Context: an optimization exercise on an open-source flow, tuned for small area, a short achievable clock period and few clock cycles per item. The choices shown serve that exercise and are no tape-out recipe. The RTL was checked by simulation tests, not by an equivalence proof against the original design. Power is estimated from default activity; no workload was simulated.

--- config.mk ---
export PLATFORM = sky130hd
export DESIGN_NAME = arp_cache_and_responder_core
export DESIGN_NICKNAME = arp_cache_and_responder_core
export VERILOG_FILES = /design/flow/design.v
export SDC_FILE = /design/flow/constraint.sdc
export NUM_CORES = 4
export LEC_CHECK = 0
export CAP_MARGIN = 20
export CORE_MARGIN = 2
export CORE_UTILIZATION = 60
export CTS_CLUSTER_DIAMETER = 60
export CTS_CLUSTER_SIZE = 30
export PLACE_DENSITY = 0.75
export SETUP_SLACK_MARGIN = 2.6
export SLEW_MARGIN = 20
export TNS_END_PERCENT = 10
--- constraint.sdc ---
create_clock -name core_clock -period 5.0 [get_ports {clk}]
set_input_delay 1.0000 -clock core_clock [delete_from_list [all_inputs] [get_ports {clk}]]
set_output_delay 1.0000 -clock core_clock [all_outputs]
set_load 0.01 [all_outputs]
--- design.v ---
package arpc_pkg;
  localparam int IP_W   = 32;
  localparam int MAC_W  = 48;
  localparam int AOP_W  = 16;
  localparam int STAT_W = 3;
  localparam int CFG_IDX_W  = 3;
  localparam int CFG_DATA_W = 48;
  localparam logic [1:0] OPC_RX_ARP  = 2'd0;
  localparam logic [1:0] OPC_ADD     = 2'd1;
  localparam logic [1:0] OPC_DELETE  = 2'd2;
  localparam logic [1:0] OPC_RESOLVE = 2'd3;
  localparam logic [AOP_W-1:0] ARP_OP_REQUEST = 16'd1;
  localparam logic [AOP_W-1:0] ARP_OP_REPLY   = 16'd2;
  localparam logic [1:0] TX_OP_REQUEST = 2'd1;
  localparam logic [1:0] TX_OP_REPLY   = 2'd2;
  localparam logic [STAT_W-1:0] ST_DONE      = 3'd0;
  localparam logic [STAT_W-1:0] ST_HIT       = 3'd1;
  localparam logic [STAT_W-1:0] ST_MISS      = 3'd2;
  localparam logic [STAT_W-1:0] ST_DEL_NF    = 3'd3;
  localparam logic [STAT_W-1:0] ST_NO_RECORD = 3'd4;
  localparam logic [STAT_W-1:0] ST_FULL      = 3'd5;
  localparam logic [CFG_IDX_W-1:0] CFG_OWN_IP0  = 3'd0;
  localparam logic [CFG_IDX_W-1:0] CFG_OWN_MAC0 = 3'd1;
  localparam logic [CFG_IDX_W-1:0] CFG_OWN_IP1  = 3'd2;
  localparam logic [CFG_IDX_W-1:0] CFG_OWN_MAC1 = 3'd3;
  localparam logic [CFG_IDX_W-1:0] CFG_DYN_MODE = 3'd4;
  typedef enum logic [1:0] {
    S_IDLE,
    S_SEARCH,
    S_FINISH
  } ctrl_state_t;
  typedef enum logic [1:0] {
    CMD_NONE,
    CMD_SET_MAC,
    CMD_INSERT,
    CMD_CLEAR
  } cmd_kind_t;
  typedef struct packed {
    logic             live;
    logic [IP_W-1:0]  ip;
    logic             prt;
    logic             use_port;
    logic             hit;
    logic             free;
    logic [MAC_W-1:0] mac;
  } tok_t;
  typedef struct packed {
    cmd_kind_t        kind;
    logic [IP_W-1:0]  ip;
    logic [MAC_W-1:0] mac;
    logic             prt;
  } cmd_t;
endpackage
module arp_cache_and_responder_core
#(
  parameter int TABLE_ENTRIES = 16,
  parameter int PORT_COUNT    = 2
) (
  input  logic                  clk,
  input  logic                  rst_n,
  input  logic                  in_valid,
  output logic                  in_stall,
  input  logic [1:0]            in_opcode,
  input  logic                  in_port,
  input  logic [arpc_pkg::AOP_W-1:0]      in_arp_operation,
  input  logic [arpc_pkg::IP_W-1:0]       in_sender_ip,
  input  logic [arpc_pkg::MAC_W-1:0]      in_sender_mac,
  input  logic [arpc_pkg::IP_W-1:0]       in_target_ip,
  input  logic                  in_cache_only,
  output logic                  out_valid,
  input  logic                  out_stall,
  output logic [arpc_pkg::STAT_W-1:0]     out_status,
  output logic                  out_tx_valid,
  output logic [1:0]            out_tx_operation,
  output logic                  out_tx_port,
  output logic [arpc_pkg::MAC_W-1:0]      out_tx_sender_mac,
  output logic [arpc_pkg::IP_W-1:0]       out_tx_sender_ip,
  output logic [arpc_pkg::MAC_W-1:0]      out_tx_target_mac,
  output logic [arpc_pkg::IP_W-1:0]       out_tx_target_ip,
  output logic [arpc_pkg::MAC_W-1:0]      out_resolved_mac,
  input  logic                  cfg_valid,
  output logic                  cfg_ready,
  input  logic [arpc_pkg::CFG_IDX_W-1:0]  cfg_index,
  input  logic [arpc_pkg::CFG_DATA_W-1:0] cfg_data
);
  localparam int N   = TABLE_ENTRIES;
  localparam int IPW = arpc_pkg::IP_W;
  localparam int MW  = arpc_pkg::MAC_W;
  logic [IPW-1:0] own_ip0_r, own_ip1_r;
  logic [MW-1:0]  own_mac0_r, own_mac1_r;
  logic           dyn_mode_r;
  assign cfg_ready = 1'b1;
  always_ff @(posedge clk) begin
    if (!rst_n) begin
      own_ip0_r  <= '0;
      own_mac0_r <= '0;
      own_ip1_r  <= '0;
      own_mac1_r <= '0;
      dyn_mode_r <= 1'b0;
    end else if (cfg_valid) begin
      case (cfg_index)
        arpc_pkg::CFG_OWN_IP0:  own_ip0_r  <= cfg_data[IPW-1:0];
        arpc_pkg::CFG_OWN_MAC0: own_mac0_r <= cfg_data[MW-1:0];
        arpc_pkg::CFG_OWN_IP1:  own_ip1_r  <= cfg_data[IPW-1:0];
        arpc_pkg::CFG_OWN_MAC1: own_mac1_r <= cfg_data[MW-1:0];
        arpc_pkg::CFG_DYN_MODE: dyn_mode_r <= cfg_data[0];
        default: ;
      endcase
    end
  end
  logic [N-1:0]   t_valid;
  logic [IPW-1:0] t_ip   [N];
  logic [MW-1:0]  t_mac  [N];
  logic [N-1:0]   t_port;
  logic o_v;
  logic adv;
  assign adv      = !(o_v && out_stall);
  assign in_stall = !adv;
  logic           a_v;
  logic [1:0]     a_opc;
  logic           a_prt;
  logic           a_req, a_rep;
  logic [IPW-1:0] a_key;
  logic [MW-1:0]  a_smac;
  logic           a_co;
  logic [3:0]     a_tg;            
  logic [IPW-1:0] own_ip_in;
  logic [3:0]     tg_in;
  assign own_ip_in = in_port ? own_ip1_r : own_ip0_r;
  always_comb begin
    for (int g = 0; g < 4; g++) begin
      tg_in[g] = (in_target_ip[8*g +: 8] == own_ip_in[8*g +: 8]);
    end
  end
  always_ff @(posedge clk) begin
    if (!rst_n) begin
      a_v <= 1'b0;
    end else if (adv) begin
      a_v <= in_valid;
    end
    if (adv) begin
      a_opc  <= in_opcode;
      a_prt  <= in_port;
      a_req  <= (in_arp_operation == arpc_pkg::ARP_OP_REQUEST);
      a_rep  <= (in_arp_operation == arpc_pkg::ARP_OP_REPLY);
      a_key  <= (in_opcode == arpc_pkg::OPC_RESOLVE) ? in_target_ip : in_sender_ip;
      a_smac <= in_sender_mac;
      a_co   <= in_cache_only;
      a_tg   <= tg_in;
    end
  end
  logic           b_v;
  logic [1:0]     b_opc;
  logic           b_prt;
  logic           b_req, b_rep;
  logic [IPW-1:0] b_key;
  logic [MW-1:0]  b_smac;
  logic           b_co;
  logic           b_me;         
  logic [N-1:0]   b_rawv;       
  logic [N-1:0]   b_insm;       
  logic           b_hitraw;     
  logic           b_learn;      
  logic           b_eq;         
  logic [N-1:0]   b_ff;         
  logic           b_any;        
  logic           last_ins_any;  
  logic           last_clr;     
  logic [N-1:0]   last_clr_vec;
  logic           last_clr_low;  
  logic [N-1:0]   m;
  logic           hit;
  logic [N-1:0]   ff;
  logic           any_free;
  logic           learn, is_rx, is_del, is_res;
  logic           do_ins, do_clr;
  logic           new_go;       
  logic [N-1:0]   ins_vec, mac_we, clr_vec;
  logic [MW-1:0]  rmac;
  logic [N-1:0]   rsel;         
  logic           wr;
  logic           a_use_port;
  logic [N-1:0]   a_raw;
  logic           a_eq;
  logic           a_hitraw;
  logic           a_learn;
  logic [N-1:0]   a_ff1, a_ff2, a_below;
  logic           a_any1, a_any2;
  assign a_use_port = a_opc[1];    
  always_comb begin
    for (int j = 0; j < N; j++) begin
      a_raw[j] = (t_ip[j] == a_key) && (!a_use_port || (t_port[j] == a_prt));
    end
    a_eq = (a_key == b_key) && (!a_use_port || (a_prt == b_prt));
    a_hitraw = |(a_raw & t_valid);
    a_learn  = (a_opc == arpc_pkg::OPC_ADD) || ((a_opc == arpc_pkg::OPC_RX_ARP) && a_rep);
  end
  always_comb begin
    logic seen1, seen2;
    seen1 = 1'b0;
    seen2 = 1'b0;
    for (int j = 0; j < N; j++) begin
      a_below[j] = !seen1;
      a_ff1[j]   = !t_valid[j] && !seen1;
      a_ff2[j]   = !t_valid[j] && seen1 && !seen2;
      seen2      = seen2 || (!t_valid[j] && seen1);
      seen1      = seen1 || !t_valid[j];
    end
    a_any1 = seen1;
    a_any2 = seen2;
  end
  always_ff @(posedge clk) begin
    if (!rst_n) begin
      b_v <= 1'b0;
    end else if (adv) begin
      b_v <= a_v;
    end
    if (adv) begin
      b_opc    <= a_opc;
      b_prt    <= a_prt;
      b_req    <= a_req;
      b_rep    <= a_rep;
      b_key    <= a_key;
      b_smac   <= a_smac;
      b_co     <= a_co;
      b_me     <= &a_tg;
      b_rawv   <= a_raw & t_valid;
      b_insm   <= a_ff1 & {N{a_eq}};
      b_hitraw <= a_hitraw;
      b_learn  <= a_learn;
      b_eq     <= a_eq;
      b_ff     <= (b_v && do_ins) ? a_ff2 : a_ff1;
      b_any    <= (b_v && do_ins) ? a_any2 : a_any1;
    end
  end
  assign is_rx  = (b_opc == arpc_pkg::OPC_RX_ARP);
  assign is_del = (b_opc == arpc_pkg::OPC_DELETE);
  assign is_res = (b_opc == arpc_pkg::OPC_RESOLVE);
  assign learn  = b_learn;
  assign wr     = b_v && adv;
  always_comb begin
    for (int j = 0; j < N; j++) begin
      m[j]    = (b_rawv[j] && !(last_clr && b_eq)) || (last_ins_any && b_insm[j]);
      rsel[j] = b_rawv[j] || (last_ins_any && b_insm[j]);
    end
    if (last_ins_any) begin
      hit = b_hitraw || b_eq;
    end else if (last_clr) begin
      hit = b_hitraw && !b_eq;
    end else begin
      hit = b_hitraw;
    end
    new_go = learn && !hit;
    if (last_clr_low) begin
      ff       = last_clr_vec;
      any_free = 1'b1;
    end else begin
      ff       = b_ff;
      any_free = b_any || last_clr;
    end
    do_ins  = new_go && any_free;
    do_clr  = is_del && hit;
    ins_vec = ff & {N{new_go}};
    mac_we  = ins_vec | (m & {N{learn}});
    clr_vec = m & {N{is_del}};
    rmac = '0;
    for (int j = 0; j < N; j++) begin
      rmac = rmac | (t_mac[j] & {MW{rsel[j]}});
    end
  end
  always_ff @(posedge clk) begin
    if (adv) begin
      last_ins_any <= b_v && do_ins;
      last_clr     <= b_v && do_clr;
      last_clr_vec <= clr_vec;
      last_clr_low <= b_v && (|(clr_vec & a_below));
    end
  end
  always_ff @(posedge clk) begin
    if (!rst_n) begin
      t_valid <= '0;
    end else if (wr) begin
      t_valid <= (t_valid | ins_vec) & ~clr_vec;
    end
  end
  always_ff @(posedge clk) begin
    for (int j = 0; j < N; j++) begin
      if (wr && ins_vec[j]) begin
        t_ip[j]   <= b_key;
        t_port[j] <= b_prt;
      end
      if (wr && mac_we[j]) begin
        t_mac[j] <= b_smac;
      end
    end
  end
  logic [arpc_pkg::STAT_W-1:0] res_status;
  logic                        res_txv;
  logic [1:0]                  res_txop;
  logic [MW-1:0]               res_smac;
  logic [IPW-1:0]              res_sip;
  logic [MW-1:0]               res_tmac;
  logic [IPW-1:0]              res_tip;
  logic [MW-1:0]               res_rmac;
  logic [IPW-1:0]              b_own_ip;
  logic [MW-1:0]               b_own_mac;
  assign b_own_ip  = b_prt ? own_ip1_r : own_ip0_r;
  assign b_own_mac = b_prt ? own_mac1_r : own_mac0_r;
  always_comb begin
    res_status = arpc_pkg::ST_DONE;
    res_txv    = 1'b0;
    res_txop   = '0;
    res_smac   = '0;
    res_sip    = '0;
    res_tmac   = '0;
    res_tip    = '0;
    res_rmac   = '0;
    if (learn) begin
      if (!hit && !any_free) res_status = arpc_pkg::ST_FULL;
    end else if (is_rx) begin
      if (b_req && b_me) begin
        res_txv  = 1'b1;
        res_txop = arpc_pkg::TX_OP_REPLY;
        res_smac = b_own_mac;
        res_sip  = b_own_ip;
        res_tmac = b_smac;
        res_tip  = b_key;
      end
    end else if (is_del) begin
      if (!hit) res_status = arpc_pkg::ST_DEL_NF;
    end else begin
      if (hit) begin
        res_status = arpc_pkg::ST_HIT;
        res_rmac   = rmac;
      end else if (b_co) begin
        res_status = arpc_pkg::ST_MISS;
      end else if (dyn_mode_r) begin
        res_status = arpc_pkg::ST_MISS;
        res_txv    = 1'b1;
        res_txop   = arpc_pkg::TX_OP_REQUEST;
        res_smac   = b_own_mac;
        res_sip    = b_own_ip;
        res_tip    = b_key;
      end else begin
        res_status = arpc_pkg::ST_NO_RECORD;
      end
    end
  end
  logic [arpc_pkg::STAT_W-1:0] o_status;
  logic                        o_txv;
  logic [1:0]                  o_txop;
  logic                        o_txp;
  logic [MW-1:0]               o_smac;
  logic [IPW-1:0]              o_sip;
  logic [MW-1:0]               o_tmac;
  logic [IPW-1:0]              o_tip;
  logic [MW-1:0]               o_rmac;
  always_ff @(posedge clk) begin
    if (!rst_n) begin
      o_v <= 1'b0;
    end else if (adv) begin
      o_v <= b_v;
    end
    if (adv) begin
      o_status <= res_status;
      o_txv    <= res_txv;
      o_txop   <= res_txop;
      o_txp    <= res_txv && b_prt;
      o_smac   <= res_smac;
      o_sip    <= res_sip;
      o_tmac   <= res_tmac;
      o_tip    <= res_tip;
      o_rmac   <= res_rmac;
    end
  end
  assign out_valid         = o_v;
  assign out_status        = o_status;
  assign out_tx_valid      = o_txv;
  assign out_tx_operation  = o_txop;
  assign out_tx_port       = o_txp;
  assign out_tx_sender_mac = o_smac;
  assign out_tx_sender_ip  = o_sip;
  assign out_tx_target_mac = o_tmac;
  assign out_tx_target_ip  = o_tip;
  assign out_resolved_mac  = o_rmac;
endmodule
--- flow/run.sh ---
#!/bin/bash
# The standard layout (standard.sh, which runs the standard synthesis unchanged) with three
# changes: port buffers are buf_2 instead of the default delay-buffer cell, timing repair may
# resize across cell footprints, and clock tree synthesis inserts no dummy loads.
set -euo pipefail
bash standard.sh \
  BUFFER_PORTS_ARGS="-buffer_cell sky130_fd_sc_hd__buf_2" \
  MATCH_CELL_FOOTPRINT=0 \
  CTS_ARGS="-sink_clustering_enable -repair_clock_nets -dont_use_dummy_load -sink_clustering_size 30 -sink_clustering_max_diameter 60" \
  finish > standard_flow.log 2>&1
--- standard.sh ---
#!/bin/bash
# synth_recipe.tcl (not shown) runs the flow's synth.tcl, then flattens the netlist and writes it again
# the make line also repeats each setting of config.mk as NAME=value (left out here)
make -C /OpenROAD-flow-scripts/flow DESIGN_CONFIG=/design/flow/config.mk WORK_HOME=/design/flow/orfs CLKGATE_MAP_FILE= SYNTH_SCRIPT=/design/flow/synth_recipe.tcl "${@:-finish}"
==> results.json, run 1 <==
{
  "synth.avg_cell_area_um2": 16.1,
  "grt_setup_unrepaired": "yes",
  "grtUsageTotal_pct": 34.3,
  "num_vias": 46800,
  "final_layout_size_suffix_gt1_share_pct": 20.6,
  "path_class": "register to register",
  "antenna_found_initial": 25,
  "layout-area-overhead-vs-synth_pct": 14.8,
  "multiInputGateArea_mm2": 0.0183,
  "max_clock_freq_mhz": 361,
  "fp.dieH_um": 357,
  "die_area_mm2": 0.127,
  "total_leakage_power_nw": 29.1,
  "synthesis.yosys.warnings": 3,
  "finalWirelength_mm": 229,
  "total_number_of_placement_rows": 129,
  "finalHoldViolCount": 0,
  "drt-wirelength-per-cell_um": 33.2,
  "htree_num_levels": 3,
  "synth_cells": 4634,
  "worst_pin_slew_ns": 1.22,
  "critPathCaptureType": "register",
  "remaining_routing_drc_violations": 0,
  "fp.dieW_um": 357,
  "accumulated_negative_setup_slack_ns": 0,
  "report.final.setup_viol": 0,
  "grt_pass1_vias": 43600,
  "top_cells_by_area_synth": "sky130_fd_sc_hd__edfxtp_1, sky130_fd_sc_hd__dfxtp_1, sky130_fd_sc_hd__xnor2_1, sky130_fd_sc_hd__xor2_1, sky130_fd_sc_hd__nand2_1",
  "critical_path.max_fanout": 31,
  "n_fill_cell": 7864,
  "critPathLaunchType": "register",
  "grt_overflow_total": 0,
  "drv_slew": 0,
  "grt_max_degree": 153,
  "syn-cell-area_mm2": 0.0746,
  "cell_variety_after_synth": 60,
  "cts.sinks": 1938,
  "status": "timing/DRC/antenna clean",
  "syn_nets": 4824,
  "finalClockSkew_ns": 0.138,
  "ioPinCount": 406,
  "worst_ep_arrival_time_ns": 3.30,
  "start_util_pct": 60.4,
  "post-synth-top-area-fraction_pct": 70.7,
  "hold_path.class": "register to register",
  "synth_top_cells_by_count": "sky130_fd_sc_hd__edfxtp_1, sky130_fd_sc_hd__nand2_1, sky130_fd_sc_hd__xnor2_1, sky130_fd_sc_hd__xor2_1, sky130_fd_sc_hd__dfxtp_1",
  "drt_pass1_iterations": 6,
  "detailedRoute.firstIterationViolations": 7949,
  "clk_root_buffer_cell": "sky130_fd_sc_hd__clkbuf_16",
  "crit_required_ns": 5.53,
  "dpl.hpwl_mm": 122,
  "number_of_enable_flip_flop_cells_after_synthesis": 1758,
  "worst_ir_drop_vdd_mv": 0.299,
  "maxCapViolations": 0,
  "slew_headroom_pct": 16.4,
  "min_period_ns": 2.77,
  "flip_flop_and_latch_area_mm2": 0.0564,
  "finalWeightedCongestion": 0.898,
  "tritoncts": "yes",
  "fin_crit_sh_pct": 55.4,
  "path_clk_slew_ns": 0.07,
  "final_core_utilization_pct": 69.3,
  "buffer_ports.inserted": 404,
  "final_net_count": 5448,
  "cts_inserted_buffers": 118,
  "synth_top_area_cell": "sky130_fd_sc_hd__edfxtp_1",
  "ys_async_sr_fraction_pct": 0,
  "yosys_reg_bits": 1938,
  "ys_seq_area_share_pct": 75.6,
  "power_consumption_mw": 29.5,
  "clk-insertion-delay-late_ns": 0.80,
  "synth-main-ff-cell": "sky130_fd_sc_hd__edfxtp_1",
  "grt_pass1_wl_mm": 310,
  "power.density_mw_per_mm2": 344,
  "drt-vias-per-instance": 6.78,
  "drtAntennaViolNets": 0,
  "clockBufferDepth": 3,
  "yosys.cell_count.top_type": "sky130_fd_sc_hd__edfxtp_1",
  "coreArea_mm2": 0.124
}
[power breakdown]
group	internal [mW]	switching (mW)	leakage [nW]
Clock	4.15	4.95	1.45
Combinational	0.788	1.44	9.18
Sequential	17.9	0.264	18.4
Total	22.9	6.64	29.1
[stage by stage]
| stage | hold slack (ns) | instance area, um^2 | instances | setup slack [ns] |
|---|---|---|---|---|
| after global routing | 0.365 | 85700 | 6893 | 2.26 |
| after floorplan | 0.400 | 74900 | 4634 | 1.42 |
| after global placement | 0.402 | 79200 | 6548 | 0.972 |
| after CTS | 0.352 | 84600 | 6815 | 2.28 |
| after detailed placement | 0.405 | 79200 | 6548 | 0.957 |
| final | 0.373 | 85700 | 6903 | 2.23 |
[what timing repair did]
item                                     CTS  global route
resized for setup                        175            88
buffers inserted                         122            60
hold buffers                               0             0
pin swaps                                 44            22
cloned                                    27            18
endpoints found under the setup margin  1818          1487
[sequential cells by signal (all words and copies together), names as in the netlist, 32 cells and up]
name and count:
o_rmac 48, o_sip 32, o_smac 48, own_ip0_r 32, a_smac 48, b_key 32, o_tip 32, o_tmac 48
a_key 32, t_mac 768, own_ip1_r 32, own_mac0_r 48, own_mac1_r 48, b_smac 48, t_ip 512
[cell families (layout without fill, tap and decap cells)]
group           Yosys count  count (layout)  share of synthesized area [%]
flops                  1938            1938                           75.6
simple gates            913             931                           5.89
compound gates          730             738                           7.72
xor+xnor                589             589                           6.91
buf+inv                 298             894                           1.62
mux                     162             162                           2.23
fa+ha+maj                 3               3                         0.0469
other cells               1              11                        0.00503
[cell usage in the layout, fill, tap and decap left out, types with 53 or more instances in the layout]
cell type                      n
sky130_fd_sc_hd__clkbuf_16   130
sky130_fd_sc_hd__a221oi_1    138
sky130_fd_sc_hd__and3_1       53
sky130_fd_sc_hd__nor4_1       53
sky130_fd_sc_hd__a22oi_1     104
sky130_fd_sc_hd__a22o_1      144
sky130_fd_sc_hd__xor2_1      234
sky130_fd_sc_hd__nor2_1      130
sky130_fd_sc_hd__buf_12       64
sky130_fd_sc_hd__nand4_1     109
sky130_fd_sc_hd__mux2i_1     127
sky130_fd_sc_hd__a21boi_0    162
sky130_fd_sc_hd__buf_4       226
sky130_fd_sc_hd__buf_2       401
sky130_fd_sc_hd__nand2_1     363
sky130_fd_sc_hd__edfxtp_1   1758
sky130_fd_sc_hd__xnor2_1     350
sky130_fd_sc_hd__dfxtp_1     171
[per-layer routing]
metal	track usage [%]	share of wire (%)
met3	8.38	15
met1	46.7	34
met5	0	0.092
met2	53.5	46
met4	14.6	5.0
[critical path, stage by stage, from the launching register on]
cell and delay, ns:
sky130_fd_sc_hd__edfxtp_1 0.38, sky130_fd_sc_hd__buf_4 0.17, sky130_fd_sc_hd__a21o_2 0.89, sky130_fd_sc_hd__buf_4 0.47, sky130_fd_sc_hd__a221oi_1 0.14, sky130_fd_sc_hd__and3_1 0.16, sky130_fd_sc_hd__a31oi_1 0.35
[final timing paths]
kind / from / end / slack, ns / cells after the start
setup / recovery: last_ins_any / o_rmac[29] / 2.23 / 6
hold / removal: a_smac[39] / b_smac[39] / 0.37 / 0
setup reg to reg: last_ins_any / o_rmac[29] / 2.23 / 6
hold reg to reg: a_smac[39] / b_smac[39] / 0.37 / 0
[layout make-up]
type | instances | share of cell area [%]
clock buffers | 118 | 3.45
inverters | 22 | 0.109
well taps | 1637 | 2.39
multi-input cells | 2424 | 21.3
flip-flops and latches | 1938 | 65.8
diodes | 10 | 0.0292
repair buffers | 754 | 6.89
Testbench counts, summed over its fixed seeds: cycles 3,224, items 3,200.
==> run 2: changes to the inputs <==
--- a/design.v
+++ b/design.v
@@ -160,11 +160,10 @@
   logic [N-1:0]   b_rawv;       
   logic [N-1:0]   b_insm;       
+  logic           b_ins_eq;     
+  logic           b_clr_eq;     
   logic           b_hitraw;     
   logic           b_learn;      
-  logic           b_eq;         
   logic [N-1:0]   b_ff;         
   logic           b_any;        
-  logic           last_ins_any;  
-  logic           last_clr;     
   logic [N-1:0]   last_clr_vec;
   logic           last_clr_low;  
@@ -226,10 +225,11 @@
       b_me     <= &a_tg;
       b_rawv   <= a_raw & t_valid;
-      b_insm   <= a_ff1 & {N{a_eq}};
+      b_insm   <= a_ff1 & {N{a_eq && b_v && do_ins}};
+      b_ins_eq <= a_eq && b_v && do_ins;
+      b_clr_eq <= a_eq && b_v && do_clr;
       b_hitraw <= a_hitraw;
       b_learn  <= a_learn;
-      b_eq     <= a_eq;
       b_ff     <= (b_v && do_ins) ? a_ff2 : a_ff1;
-      b_any    <= (b_v && do_ins) ? a_any2 : a_any1;
+      b_any    <= (b_v && do_ins) ? a_any2 : (a_any1 || (b_v && do_clr));
     end
   end
@@ -241,14 +241,8 @@
   always_comb begin
     for (int j = 0; j < N; j++) begin
-      m[j]    = (b_rawv[j] && !(last_clr && b_eq)) || (last_ins_any && b_insm[j]);
-      rsel[j] = b_rawv[j] || (last_ins_any && b_insm[j]);
-    end
-    if (last_ins_any) begin
-      hit = b_hitraw || b_eq;
-    end else if (last_clr) begin
-      hit = b_hitraw && !b_eq;
-    end else begin
-      hit = b_hitraw;
+      m[j]    = (b_rawv[j] && !b_clr_eq) || b_insm[j];
+      rsel[j] = b_rawv[j] || b_insm[j];
     end
+    hit = (b_hitraw && !b_clr_eq) || b_ins_eq;
     new_go = learn && !hit;
     if (last_clr_low) begin
@@ -257,5 +251,5 @@
     end else begin
       ff       = b_ff;
-      any_free = b_any || last_clr;
+      any_free = b_any;
     end
     do_ins  = new_go && any_free;
@@ -271,6 +265,4 @@
   always_ff @(posedge clk) begin
     if (adv) begin
-      last_ins_any <= b_v && do_ins;
-      last_clr     <= b_v && do_clr;
       last_clr_vec <= clr_vec;
       last_clr_low <= b_v && (|(clr_vec & a_below));
--- a/config.mk
+++ b/config.mk
@@ -14,3 +14,2 @@
 export SETUP_SLACK_MARGIN = 2.6
 export SLEW_MARGIN = 20
-export TNS_END_PERCENT = 10
==> run 2 against run 1 <==
  * Still clean on timing, DRC and antenna
  * Clock skew is 0.045 ns lower
  * Sequential share of layout area is 0.25 points higher
  * Final area is 0.45% lower
  * Core utilization is 0.31 points lower
  * Total power is 0.26% higher
  * Critical path type is now primary input to primary output
  * Critical endpoint is now in_stall
==> results.json, run 2 <==
{
  "fin_hold_ws_ns": 0.350,
  "die_area_mm2": 0.127,
  "fp.dieW_um": 357,
  "grtUsageTotal_pct": 35.0,
  "max_clock_freq_mhz": 398,
  "finalHoldViolCount": 0,
  "cts.sinks": 1937,
  "ioPinCount": 406,
  "synth_top_cells_by_count": "sky130_fd_sc_hd__edfxtp_1, sky130_fd_sc_hd__xor2_1, sky130_fd_sc_hd__nand2_1, sky130_fd_sc_hd__dfxtp_1, sky130_fd_sc_hd__nor2_1",
  "syn_nets": 4862,
  "number_of_enable_flip_flop_cells_after_synthesis": 1757,
  "worstRegToRegCells": 7,
  "clk_root_buffer_cell": "sky130_fd_sc_hd__clkbuf_16",
  "largest_reg_flops": 768,
  "grt_pass1_wl_mm": 315,
  "top_regs": "t_mac (768), t_ip (512)",
  "cp_common_cell": "sky130_fd_sc_hd__buf_6",
  "synth.avg_cell_area_um2": 16.0,
  "remaining_routing_drc_violations": 0,
  "final_core_utilization_pct": 69.0,
  "critPathCaptureType": "primary output",
  "report.final.setup_viol": 0,
  "layout-area-overhead-vs-synth_pct": 14.1,
  "rrSetupSlack_ns": 2.53,
  "accumulated_negative_setup_slack_ns": 0,
  "final_layout_size_suffix_gt1_share_pct": 19.7,
  "worst_ep_arrival_time_ns": 1.51,
  "holdPathEnd": "b_smac[25]",
  "path_clk_slew_ns": 0.09,
  "grt_pass1_vias": 44300,
  "start_util_pct": 60.5,
  "cts_inserted_buffers": 120,
  "share_comb_of_total_power_pct": 7.7,
  "critical_path.slowest_cell": "sky130_fd_sc_hd__buf_6",
  "finalClockSkew_ns": 0.0926,
  "grt_max_degree": 181,
  "grt_setup_unrepaired": "yes",
  "fin_cells": 6879,
  "max_flop_register": "t_mac",
  "drv_slew": 0,
  "drt-wirelength-per-cell_um": 33.4,
  "buffer_ports.inserted": 404,
  "total_number_of_placement_rows": 129,
  "power_frac_clock_pct": 30.8,
  "most-common-layout-cells": "sky130_fd_sc_hd__edfxtp_1, sky130_fd_sc_hd__xor2_1, sky130_fd_sc_hd__buf_2",
  "ys_async_sr_fraction_pct": 0,
  "clockBufferDepth": 3,
  "most_common_cell_after_layout_fill_and_taps_aside": "sky130_fd_sc_hd__edfxtp_1",
  "yosys.cell_count.top_type": "sky130_fd_sc_hd__edfxtp_1",
  "antenna_found_initial": 29,
  "clk-insertion-delay-late_ns": 0.77,
  "cp_num_buf_inv": 4,
  "timing.rr.start": "b_clr_eq",
  "ys_seq_area_share_pct": 75.4,
  "finalWeightedCongestion": 0.929,
  "number_of_hold_repair_buffers_added_at_the_cts_stage": 0,
  "power.switching_mw": 6.70,
  "critical-path-top-delay-family": "buffers and inverters",
  "post-synth-top-area-fraction_pct": 70.5,
  "maxCapViolations": 0,
  "tritoncts": "yes",
  "coreArea_mm2": 0.124,
  "yosys_reg_bits": 1937,
  "hold-path-cell-count": 0,
  "crit_required_ns": 4.00,
  "critical_path.max_fanout": 4,
  "synth_cells": 4672,
  "grt_overflow_total": 0,
  "synthesis.yosys.warnings": 3,
  "power.density_mw_per_mm2": 347,
  "path_class": "primary input to primary output",
  "fp.dieH_um": 357,
  "htree_num_levels": 3,
  "num_vias": 46200,
  "critPathLaunchType": "primary input",
  "synth_top_area_cell": "sky130_fd_sc_hd__edfxtp_1",
  "cell_internal_pwr_mw": 22.9,
  "power_consumption_mw": 29.6,
  "dpl.hpwl_mm": 123,
  "drtAntennaViolNets": 0,
  "detailedRoute.firstIterationViolations": 7605,
  "slew_headroom_pct": 17.4,
  "drt_pass1_iterations": 7,
  "critical_path.max_stage_delay_ns": 0.13,
  "hold_path.class": "register to register",
  "min_period_ns": 2.51,
  "finalWirelength_mm": 229,
  "total_leakage_power_nw": 29.4,
  "min_from": "a_smac[25]",
  "final_net_count": 5425,
  "worstPathCellList": "buf_6 > nand2_8 > buf_16 > clkinv_4 > buf_6",
  "drt-vias-per-instance": 6.72,
  "top_cells_by_area_synth": "sky130_fd_sc_hd__edfxtp_1, sky130_fd_sc_hd__xor2_1, sky130_fd_sc_hd__dfxtp_1, sky130_fd_sc_hd__nand2_1, sky130_fd_sc_hd__mux2i_1",
  "critical_path.reg2reg.endpoint": "last_clr_low",
  "placed_cells": 6590,
  "worst_pin_slew_ns": 1.20,
  "power.share.sequential_pct": 61.5,
  "syn-cell-area_mm2": 0.0748,
  "p_sw_share_pct": 22.6,
  "worst_ir_drop_vdd_mv": 0.305,
  "status": "timing/DRC/antenna clean",
  "synth-main-ff-cell": "sky130_fd_sc_hd__edfxtp_1",
  "fin_crit_sh_pct": 50.2,
  "cell_variety_after_synth": 64
}
[run 2: changes by cell type in the layout (fill, tap and decap cells not counted), moves of 14 or more]
cell,delta
sky130_fd_sc_hd__xor2_1,+292
sky130_fd_sc_hd__xnor2_1,-291
sky130_fd_sc_hd__buf_4,-67
sky130_fd_sc_hd__nand4_1,-64
sky130_fd_sc_hd__nor4_1,+53
sky130_fd_sc_hd__buf_12,-24
sky130_fd_sc_hd__nor2_1,+22
sky130_fd_sc_hd__or2_4,+17
sky130_fd_sc_hd__nand2_1,-14
[run 2: cells by family after synthesis]
family          synth area share, %
other cells                 0.00501
compound gates                 7.55
buf+inv                        1.74
mux                            2.23
flops                          75.4
xor+xnor                       6.86
fa+ha+maj                    0.0468
simple gates                   6.21
[run 2: worst max path at each step]
stage,startpoint,to,slack [ns],depth (start not counted)
2_1_floorplan,out_stall,t_mac[12][0],-0.83,6
3_3_place_gp,out_stall,t_mac[12][25],0.86,7
3_5_place_dp,out_stall,t_mac[12][25],0.84,7
4_1_cts,a_key[2],b_insm[13],2.48,10
5_1_grt,o_v,in_stall,2.47,4
6_report,out_stall,in_stall,2.49,5
[run 2: final cells by class]
| class | instances | area [um^2] |
|---|---|---|
| clock buffers | 120 | 3000 |
| fillers | 7986 | 38300 |
| repair buffers | 678 | 5240 |
| well taps | 1637 | 2050 |
| inverters | 36 | 153 |
| multi-input cells | 2462 | 18500 |
| flip-flops and latches | 1937 | 56400 |
| diodes | 9 | 22.5 |
[run 2: metal layers]
layer | vias up | wire length (um) | global-route usage [%]
li1 | 18800 | - | -
met2 | 3833 | 104000 | 54.2
met3 | 703 | 33600 | 9.40
met4 | 36 | 12600 | 15.9
met5 | - | 264 | 0
met1 | 22800 | 78600 | 46.8
[run 2: power by group through the flow]
stage               Sequential (mW)  Combinational (mW)  Clock [mW]
floorplan                      18.5               0.964           0
global placement               18.6                1.86           0
detailed placement             18.6                1.90           0
CTS                            18.2                2.14        9.08
global route                   18.2                2.32        9.65
finish                         18.2                2.29        9.12
[run 2: through the flow]
step,cell area (um^2),setup WS (ns)
6_report,85300,2.49
5_1_grt,85300,2.47
4_1_cts,84400,2.48
3_5_place_dp,79300,0.839
3_3_place_gp,79300,0.863
2_1_floorplan,75100,-0.827
[run 2: worst register-to-register path: cells and delay by family, from the launching register on]
kind	cells	cell delay, ns
AND/OR/NAND/NOR	1	0.17
flip-flops	1	0.40
AO/OA/AOI/OAI	4	1.13
buffers and inverters	2	0.49
[run 2: repair_timing]
action,CTS,global route
pin swaps,42,33
setup buffers,76,33
endpoints found under the setup margin,1687,1136
cloned,39,12
hold endpoints to repair,0,0
gates resized for setup,243,105
Testbench counts of run 2, summed over its fixed seeds: cycles 3,224, items 3,200.

## what the ideal ports hide
Ports are ideal in the flow. The routed layouts listed here were re-timed in OpenROAD. Step 1 assumes that a clkbuf_16 drives the clock port and a buf_2 every other input. Step 2, shift: input delay + t, output delay - t, t = (earliest + latest rising clock arrival at the registers) / 2. This alone moves slack from input paths to output paths. a / b / c = ideal / step 1 / step 2; a / b = the first two.
run | t, ns | slack for setup (ns) | worst setup path at the end | pins driven straight from the clock port
run 1 | 0.826 | 2.232 / 2.232 / 1.671 | input to register | 1
run 2 | 0.821 | 2.489 / 2.424 / 1.887 | input to register | 1
After both steps setup and hold are still met in every run listed. The setup slack of run 2, which loses most, moves by -0.065 ns with the drivers and by -0.602 ns with both steps.
